This is an optimization exercise on Yosys and OpenROAD, whose aim is small area, not a production implementation. Function was checked by simulation only, so behaviour that the tests miss may differ from the original. Power figures rest on the tool's default switching activity, not on a simulated workload.

// ram64
module ram64
#(
    parameter int DATA_WIDTH = DATA_WIDTH_DEFAULT
) (
    input  logic                    clk,
    input  logic                    reset,
    input  logic                    load,
    input  logic [RAM64_ADDR_W-1:0] address,
    input  logic [DATA_WIDTH-1:0]   in,
    output logic [DATA_WIDTH-1:0]   out
);
    localparam int HI_W = RAM64_ADDR_W - RAM8_ADDR_W;
    logic [RAM8_DEPTH-1:0]  hi_dec;      
    logic [RAM8_DEPTH-1:0]  hi_ld;       
    logic [RAM8_DEPTH-1:0]  lo_dec;      
    logic [RAM64_DEPTH-1:0] word_we;
    logic [RAM64_DEPTH-1:0] word_sel;
    logic [RAM64_DEPTH-1:0] valid;
    logic [DATA_WIDTH-1:0]  word_q   [RAM64_DEPTH];
    logic [DATA_WIDTH-1:0]  word_nxt [RAM64_DEPTH];
    always_comb begin
        for (int i = 0; i < RAM8_DEPTH; i++) begin
            hi_dec[i] = (address[RAM64_ADDR_W-1:RAM8_ADDR_W] == HI_W'(i));
            lo_dec[i] = (address[RAM8_ADDR_W-1:0] == RAM8_ADDR_W'(i));
        end
    end
    assign hi_ld = load ? hi_dec : '0;
    generate
        for (genvar gi = 0; gi < RAM64_DEPTH; gi++) begin : g_word
            assign word_we[gi]  = hi_ld[gi / RAM8_DEPTH] & lo_dec[gi % RAM8_DEPTH];
            assign word_sel[gi] = hi_dec[gi / RAM8_DEPTH] & lo_dec[gi % RAM8_DEPTH] & valid[gi];
            for (genvar bi = 0; bi < DATA_WIDTH; bi++) begin : g_bit
                ram64_hold u_hold (
                    .we   (word_we[gi]),
                    .hold (~word_we[gi]),
                    .d    (in[bi]),
                    .q    (word_q[gi][bi]),
                    .nxt  (word_nxt[gi][bi])
                );
            end
            always_ff @(posedge clk) begin
                word_q[gi] <= word_nxt[gi];
            end
        end
    endgenerate
    always_ff @(posedge clk or posedge reset) begin
        if (reset) begin
            valid <= '0;
        end else begin
            valid <= valid | word_we;
        end
    end
    generate
        for (genvar bi = 0; bi < DATA_WIDTH; bi++) begin : g_rd
            logic [RAM64_DEPTH-1:0] d;
            for (genvar wi = 0; wi < RAM64_DEPTH; wi++) begin : g_d
  ...
Settings: LEC_CHECK=0, CAP_MARGIN=20, CORE_MARGIN=2, CORE_UTILIZATION=50, CTS_BUF_LIST=sky130_fd_sc_hd__clkbuf_16, CTS_CLUSTER_DIAMETER=60, CTS_CLUSTER_SIZE=24, SETUP_SLACK_MARGIN=0.2, SLEW_MARGIN=20, SYNTH_HIERARCHICAL=1; clock period 7.0 ns.
standard.sh (not shown) runs the stock make flow with config.mk's settings and CLKGATE_MAP_FILE= SYNTH_SCRIPT=/design/flow/synth_recipe.tcl, a recipe that flattens the netlist after the stock synthesis.
==> flow/flow/run.sh <==
#!/bin/bash
set -euo pipefail
bash standard.sh \
  "CTS_ARGS=-sink_clustering_enable -repair_clock_nets -dont_use_dummy_load -sink_clustering_size 24 -sink_clustering_max_diameter 60 -buf_list sky130_fd_sc_hd__clkbuf_16" \
  finish > flow_make.log 2>&1
Then changed:
==> flow/flow/run.sh (replaced) <==
#!/bin/bash
set -euo pipefail
bash standard.sh \
  "CTS_ARGS=-sink_clustering_enable -repair_clock_nets -dont_use_dummy_load -sink_clustering_size 28 -sink_clustering_max_diameter 100 -buf_list sky130_fd_sc_hd__clkbuf_16" \
  "BUFFER_PORTS_ARGS=-buffer_cell sky130_fd_sc_hd__buf_1" \
  finish > flow_make.log 2>&1
Settings changed: CAP_MARGIN 20 to 10, CTS_CLUSTER_DIAMETER 60 to 100, CTS_CLUSTER_SIZE 24 to 28, SLEW_MARGIN 20 to 10.
Global-route usage falls by 0.88 points.
Sequential share of layout area rises by 2.0 points.
Routed wire length falls slightly.
Design area falls by a few percent.

## job 4532
The RTL this note starts from:
==> flow/design.v <==
package ram_pkg;
    localparam int DATA_WIDTH_DEFAULT = 16;
    typedef logic [DATA_WIDTH_DEFAULT-1:0] word_t;
    localparam int RAM8_DEPTH   = 8;
    localparam int RAM64_DEPTH  = 64;
    localparam int RAM8_ADDR_W  = $clog2(RAM8_DEPTH);
    localparam int RAM64_ADDR_W = $clog2(RAM64_DEPTH);
    localparam int RAM64_BANKS  = RAM64_DEPTH / RAM8_DEPTH;
endpackage
module ram64_hold (
    input  logic we,
    input  logic hold,
    input  logic d,
    input  logic q,
    output logic nxt
);
    assign nxt = (we & d) | (hold & q);
endmodule
module ram64_ao3 (
    input  logic s0,
    input  logic d0,
    input  logic s1,
    input  logic d1,
    input  logic s2,
    input  logic d2,
    output logic y_n
);
    assign y_n = ~((s0 & d0) | (s1 & d1) | (s2 & d2));
endmodule
import ram_pkg::*;
module ram64_rdbit (
    input  logic [RAM64_DEPTH-1:0] sel,
    input  logic [RAM64_DEPTH-1:0] d,
    output logic                   y
);
    localparam int N3 = RAM64_DEPTH / 3;
    logic [N3-1:0] t_n;
    generate
        for (genvar gi = 0; gi < N3; gi++) begin : g_ao
            ram64_ao3 u_ao (
                .s0  (sel[3*gi]),
                .d0  (d[3*gi]),
                .s1  (sel[3*gi+1]),
                .d1  (d[3*gi+1]),
                .s2  (sel[3*gi+2]),
                .d2  (d[3*gi+2]),
                .y_n (t_n[gi])
            );
        end
    endgenerate
    logic rest;
    always_comb begin
        rest = 1'b0;
        for (int i = 3 * N3; i < RAM64_DEPTH; i++) begin
            rest |= sel[i] & d[i];
        end
    end
    assign y = rest | ~(&t_n);
endmodule
import ram_pkg::*;
module ram64
#(
    parameter int DATA_WIDTH = DATA_WIDTH_DEFAULT
) (
    input  logic                    clk,
    input  logic                    reset,
    input  logic                    load,
    input  logic [RAM64_ADDR_W-1:0] address,
    input  logic [DATA_WIDTH-1:0]   in,
    output logic [DATA_WIDTH-1:0]   out
);
    localparam int HI_W = RAM64_ADDR_W - RAM8_ADDR_W;
    logic [RAM8_DEPTH-1:0]  hi_dec;      
    logic [RAM8_DEPTH-1:0]  hi_ld;       
    logic [RAM8_DEPTH-1:0]  lo_dec;      
    logic [RAM64_DEPTH-1:0] word_we;
    logic [RAM64_DEPTH-1:0] word_sel;
    logic [RAM64_DEPTH-1:0] valid;
    logic [DATA_WIDTH-1:0]  word_q   [RAM64_DEPTH];
    logic [DATA_WIDTH-1:0]  word_nxt [RAM64_DEPTH];
    always_comb begin
        for (int i = 0; i < RAM8_DEPTH; i++) begin
            hi_dec[i] = (address[RAM64_ADDR_W-1:RAM8_ADDR_W] == HI_W'(i));
            lo_dec[i] = (address[RAM8_ADDR_W-1:0] == RAM8_ADDR_W'(i));
        end
    end
    assign hi_ld = load ? hi_dec : '0;
    generate
        for (genvar gi = 0; gi < RAM64_DEPTH; gi++) begin : g_word
            assign word_we[gi]  = hi_ld[gi / RAM8_DEPTH] & lo_dec[gi % RAM8_DEPTH];
            assign word_sel[gi] = hi_dec[gi / RAM8_DEPTH] & lo_dec[gi % RAM8_DEPTH] & valid[gi];
            for (genvar bi = 0; bi < DATA_WIDTH; bi++) begin : g_bit
                ram64_hold u_hold (
                    .we   (word_we[gi]),
                    .hold (~word_we[gi]),
                    .d    (in[bi]),
                    .q    (word_q[gi][bi]),
                    .nxt  (word_nxt[gi][bi])
                );
            end
            always_ff @(posedge clk) begin
                word_q[gi] <= word_nxt[gi];
            end
        end
    endgenerate
    always_ff @(posedge clk or posedge reset) begin
        if (reset) begin
            valid <= '0;
        end else begin
            valid <= valid | word_we;
        end
    end
    generate
        for (genvar bi = 0; bi < DATA_WIDTH; bi++) begin : g_rd
            logic [RAM64_DEPTH-1:0] d;
            for (genvar wi = 0; wi < RAM64_DEPTH; wi++) begin : g_d
                assign d[wi] = word_q[wi][bi];
            end
            ram64_rdbit u_rd (
                .sel (word_sel),
                .d   (d),
                .y   (out[bi])
            );
        end
    endgenerate
endmodule
Settings: LEC_CHECK=0, CAP_MARGIN=5, CORE_MARGIN=2, CORE_UTILIZATION=60, CTS_BUF_LIST=sky130_fd_sc_hd__clkbuf_8, SETUP_SLACK_MARGIN=0.2, SLEW_MARGIN=5, SYNTH_HIERARCHICAL=1; clock period 7.0 ns.
run.sh (not shown) runs the stock make flow with config.mk's settings and CLKGATE_MAP_FILE= SYNTH_SCRIPT=/design/flow/synth_recipe.tcl, a recipe that flattens the netlist after the stock synthesis.
Stock flow here: none of the scripts above is used.
Edits applied to the flow inputs when going from job 4532 to job 4793:
Settings: an added CTS_CLUSTER_DIAMETER of 50; an added CTS_CLUSTER_SIZE of 16.
### Flow results
Job 4793 finished end to end and its layout was clean on timing, DRC and antenna. Job 4532 → job 4793: peak supply drop shows an increase of 0.015 mV, routed wire length on met2 shows a reduction of 470 µm. After synthesis and placement, the instance count of job 4793 is below that of job 4532. Worst setup slack: job 4532 vs job 4793 — no meaningful difference. Summary: with job 4532 as the reference, number of fillers in the final layout in job 4793 moved up by a few percent. Comparing job 4793 and job 4532, the higher proportion of power drawn by combinational gates was measured on job 4793. Flip-flop and latch count: job 4793 vs job 4532 identical. Looking at part of the power in the clock network, job 4793 sits 6.8 points lower than job 4532 does. Diff job 4532..job 4793 | post-synthesis cell area | unchanged. Diff job 4532 -> job 4793: clock distribution power has decreased; number of iterations in the first detailed-routing pass shows an increase of 3.
What job 8471 does differently from job 4793 at the input level:
Settings: swapping sky130_fd_sc_hd__clkbuf_8 for sky130_fd_sc_hd__clkbuf_4 sky130_fd_sc_hd__clkbuf_8 in CTS_BUF_LIST; swapping 5 for 20 in CAP_MARGIN; swapping 60 for 40 in CORE_UTILIZATION; swapping 5 for 20 in SLEW_MARGIN; clearing CTS_CLUSTER_SIZE, which used to be 16; clearing CTS_CLUSTER_DIAMETER, which used to be 50.
==> comparison <==
- No stage failed in job 8471, and the final checks on the layout all came back clean.
- Relative to job 4793, the wire length per cell of job 8471 is lower by 1.5 µm.
- The worst setup slack after placement in job 8471 was lower than what job 4793 gave.
- The site row count of job 8471 is higher than that of job 4793.
- Against job 4793, total power draw in job 8471 rose by more than 10%.
- Going from job 4793 to job 8471, the proportion of cell area occupied by registers was found to have gone down by 3.0 points.
- Job 4793 reports its timing endpoint of the critical path as out[12] while job 8471 reports out[1].
- In job 8471 relative to job 4793, count of placed standard cells in the final layout, fillers left out had gone up by more than 10%.
- Net switching component of the power grows by more than 10% when moving from job 4793 to job 8471.
--- input diff job 8471..job 3669 ---
Settings: changing SLEW_MARGIN from 20 to 10; setting CTS_CLUSTER_SIZE to 24 for the first time; changing CAP_MARGIN from 20 to 10; setting CTS_CLUSTER_DIAMETER to 60 for the first time; changing CTS_BUF_LIST from sky130_fd_sc_hd__clkbuf_4 sky130_fd_sc_hd__clkbuf_8 to sky130_fd_sc_hd__clkbuf_16; changing CORE_UTILIZATION from 40 to 50.
==> flow/flow/run.sh (new file) <==
#!/bin/bash
set -euo pipefail
bash standard.sh \
  "CTS_ARGS=-sink_clustering_enable -repair_clock_nets -dont_use_dummy_load -sink_clustering_size 24 -sink_clustering_max_diameter 60 -buf_list sky130_fd_sc_hd__clkbuf_16" \
  "BUFFER_PORTS_ARGS=-buffer_cell sky130_fd_sc_hd__buf_1" \
  finish > flow_make.log 2>&1
==> flow/standard.sh (new file) <==
#!/bin/bash
# synth_recipe.tcl (not shown) runs the flow's synth.tcl, then flattens the netlist and writes it again
# the make line also repeats each setting of config.mk as NAME=value (left out here)
make -C /OpenROAD-flow-scripts/flow DESIGN_CONFIG=/design/flow/config.mk WORK_HOME=/design/flow/orfs CLKGATE_MAP_FILE= SYNTH_SCRIPT=/design/flow/synth_recipe.tcl "${@:-finish}"
removed: flow/run.sh
==> summary.txt <==
Looking at the reports, job 3669 completed the entire flow and the layout it produced met the timing, DRC and antenna checks. Across both runs, highest clock rate was higher for job 3669 than for job 8471. Job 3669 vs job 8471, number of cell rows went down by 11%. Compared with job 8471, job 3669 shows a lower switching power share of the total. Total of clock buffers placed in the layout is higher on job 8471. Changes observed in job 3669 relative to job 8471: hold slack shrank by 0.0034 ns; final cell count now sits lower; number of antenna violations at the first check in global routing saw an increase; final design instance area without fill saw a decrease.
What job 7214 does differently from job 3669 at the input level:
Settings: changing CORE_UTILIZATION from 50 to 40; changing CAP_MARGIN from 10 to 20; changing SLEW_MARGIN from 10 to 20.
--- a/flow/flow/run.sh
+++ b/flow/flow/run.sh
@@ -5 +4,0 @@
-  "BUFFER_PORTS_ARGS=-buffer_cell sky130_fd_sc_hd__buf_1" \
Results
- Job 7214 vs job 3669: cell count up by a little under 10%
- The standard cell with the maximum stage delay on the critical path comes out sky130_fd_sc_hd__nor4_1 in one run and sky130_fd_sc_hd__a222oi_1 in the other, namely in job 3669 and job 7214 respectively.
- On total wirelength of the detailed-routed design: between job 7214 and job 3669, it ends up higher for job 7214.
- As far as number of antenna cells inserted goes, job 3669 and job 7214 are indistinguishable; the numbers are identical.
- End point of the critical path: out[2] -> job 7214, out[14] -> job 3669
- | placeable core region | job 7214 vs job 3669 | about 25% higher |
- Row post-layout minimum cycle time: job 7214 higher / job 3669 lower
- In the flow results for job 7214 and job 3669, the inserted tap cell count is smaller on job 3669.

## run 1
// ram64: RTL as listed in full above, without the edits since
==> flow/config.mk <==
export PLATFORM = sky130hd
export DESIGN_NAME = ram64
export DESIGN_NICKNAME = ram64
export VERILOG_FILES = /design/flow/design.v
export SDC_FILE = /design/flow/constraint.sdc
export NUM_CORES = 4
export LEC_CHECK = 0
export CAP_MARGIN = 10
export CORE_MARGIN = 2
export CORE_UTILIZATION = 50
export CTS_BUF_LIST = sky130_fd_sc_hd__clkbuf_16
export CTS_CLUSTER_DIAMETER = 90
export CTS_CLUSTER_SIZE = 24
export SETUP_SLACK_MARGIN = 0.2
export SLEW_MARGIN = 10
export SYNTH_HIERARCHICAL = 1
==> flow/constraint.sdc <==
create_clock -name core_clock -period 7.0 [get_ports {clk}]
set_input_delay 1.4000 -clock core_clock [delete_from_list [all_inputs] [get_ports {clk}]]
set_output_delay 1.4000 -clock core_clock [all_outputs]
set_load 0.01 [all_outputs]
standard.sh (not shown) runs the stock make flow with config.mk's settings and CLKGATE_MAP_FILE= SYNTH_SCRIPT=/design/flow/synth_recipe.tcl, a recipe that flattens the netlist after the stock synthesis.
==> flow/flow/run.sh <==
#!/bin/bash
set -euo pipefail
bash standard.sh \
  "CTS_ARGS=-sink_clustering_enable -repair_clock_nets -dont_use_dummy_load -sink_clustering_size 24 -sink_clustering_max_diameter 90 -buf_list sky130_fd_sc_hd__clkbuf_16" \
  "BUFFER_PORTS_ARGS=-buffer_cell sky130_fd_sc_hd__buf_1" \
  finish > flow_make.log 2>&1
Run 1 completed end to end with timing, DRC and antenna clean.
[inputs] run 2 vs run 1
==> flow/flow/run.sh <==
#!/bin/bash
set -euo pipefail
bash standard.sh \
  "CTS_ARGS=-sink_clustering_enable -repair_clock_nets -dont_use_dummy_load -sink_clustering_size 30 -sink_clustering_max_diameter 60 -buf_list sky130_fd_sc_hd__clkbuf_16" \
  "BUFFER_PORTS_ARGS=-buffer_cell sky130_fd_sc_hd__buf_1" \
  finish > flow_make.log 2>&1
-- flow/config.mk --
<<< run 1, line 11
export CTS_BUF_LIST = sky130_fd_sc_hd__clkbuf_16
export CTS_CLUSTER_DIAMETER = 90
export CTS_CLUSTER_SIZE = 24
export SETUP_SLACK_MARGIN = 0.2
>>> run 2, line 11
export CTS_BUF_LIST = sky130_fd_sc_hd__clkbuf_16
export CTS_CLUSTER_DIAMETER = 60
export CTS_CLUSTER_SIZE = 30
export SETUP_SLACK_MARGIN = 0.2
Share of the clock period used by the worst path after layout is lower on run 2. The insertion delay of the later-clocked pin in the worst-skew pair of run 2 falls short of that of run 1 by 20 ps. Sequential share of layout area (run 2 over run 1): decrease, 0.69 points. On area of the multi-input gates, run 1 and run 2 are neck and neck. Run 1 → run 2: area overhead of the layout relative to synthesis higher, wire length of the first global-routing pass roughly the same.

== run C ==
ram64, a different RTL version from the one above (not shown whole).
Size in the first run: roughly 41 I/O pins, ~37000 um2 of cells after synthesis.
clock: 7.0 ns
lec_check: 0
cap_margin: 10
core_margin: 2
core_utilization: 50
cts_buf_list: sky130_fd_sc_hd__clkbuf_16
cts_cluster_diameter: 100
cts_cluster_size: 28
setup_slack_margin: 0.2
slew_margin: 10
synth_hierarchical: 1
==> flow/flow/run.sh <==
#!/bin/bash
set -euo pipefail
bash standard.sh \
  "CTS_ARGS=-sink_clustering_enable -repair_clock_nets -dont_use_dummy_load -sink_clustering_size 28 -sink_clustering_max_diameter 100 -buf_list sky130_fd_sc_hd__clkbuf_16" \
  "BUFFER_PORTS_ARGS=-buffer_cell sky130_fd_sc_hd__buf_1" \
  finish > flow_make.log 2>&1
Run C went all the way through synthesis, placement and routing and the layout is clean on timing, DRC and antenna.
diff inputs: run C => run B
Settings: CTS_CLUSTER_SIZE now 24, was 28; CTS_CLUSTER_DIAMETER now 90, was 100.
==> flow/flow/run.sh <==
#!/bin/bash
set -euo pipefail
bash standard.sh \
  "CTS_ARGS=-sink_clustering_enable -repair_clock_nets -dont_use_dummy_load -sink_clustering_size 24 -sink_clustering_max_diameter 90 -buf_list sky130_fd_sc_hd__clkbuf_16" \
  "BUFFER_PORTS_ARGS=-buffer_cell sky130_fd_sc_hd__buf_1" \
  finish > flow_make.log 2>&1
Run B: done, clean on timing, DRC and antenna
Between run C and run B, the routed wire length does not differ in any meaningful way.
Run C has higher worst hold slack than run B.
Higher transition at the pin with the smallest max-transition slack among run C and run B: run C
In terms of final instance count without filler cells, run B and run C differ only marginally.
Between run B and run C, it is run B whose maximum clock frequency is higher, by about 0.35%.
Changes observed in run B relative to run C: power share of the clock group now sits higher, part of the cycle the worst path needs now sits lower, post-layout total power now sits higher, layout net count now sits at about the same level.

==> afterwards: timing with drivers on the ports <==
The results above use ideal ports. As a check the final layouts listed here were re-extracted and re-timed, cells and wires unchanged.
Step 1 sets driving cells, clkbuf_16 on the clock port and buf_2 on the other inputs (assumed; they add their load-dependent delay and slew).
Step 2, shift: input delay + t, output delay - t, t = (earliest + latest rising clock arrival at the registers) / 2. This alone moves slack from input paths to output paths.
Slacks: no drivers / after step 1 / after step 2; pairs: no drivers / after step 1.
| run | t, ns | slack for setup (ns) | latest minus earliest clock arrival (ns) |
|---|---|---|---|
| the first run of note 1 | 0.695 | 0.185 / 0.105 / 0.105 | 0.059 / 0.058 |
| the second run of note 1 | 0.694 | 0.267 / 0.222 / 0.222 | 0.043 / 0.043 |
| job 4532 | 0.869 | 0.370 / 0.346 / 0.346 | 0.026 / 0.025 |
| job 4793 | 0.798 | 0.372 / 0.348 / 0.348 | 0.040 / 0.041 |
| job 8471 | 0.914 | 0.132 / 0.104 / 0.104 | 0.071 / 0.071 |
| job 3669 | 0.679 | 0.366 / 0.328 / 0.328 | 0.050 / 0.049 |
| job 7214 | 0.690 | 0.190 / 0.065 / 0.065 | 0.133 / 0.133 |
| run 1 | 0.703 | 0.284 / 0.196 / 0.196 | 0.053 / 0.053 |
| run 2 | 0.684 | 0.350 / 0.324 / 0.324 | 0.058 / 0.058 |
| run C | 0.687 | 0.635 / 0.540 / 0.540 | 0.026 / 0.026 |
| run B | 0.711 | 0.658 / 0.569 / 0.569 | 0.031 / 0.032 |
After both steps setup and hold are still met in every run listed. For job 7214, which loses most, drivers alone change the setup slack by -0.125 ns; drivers and shift together by -0.125 ns.
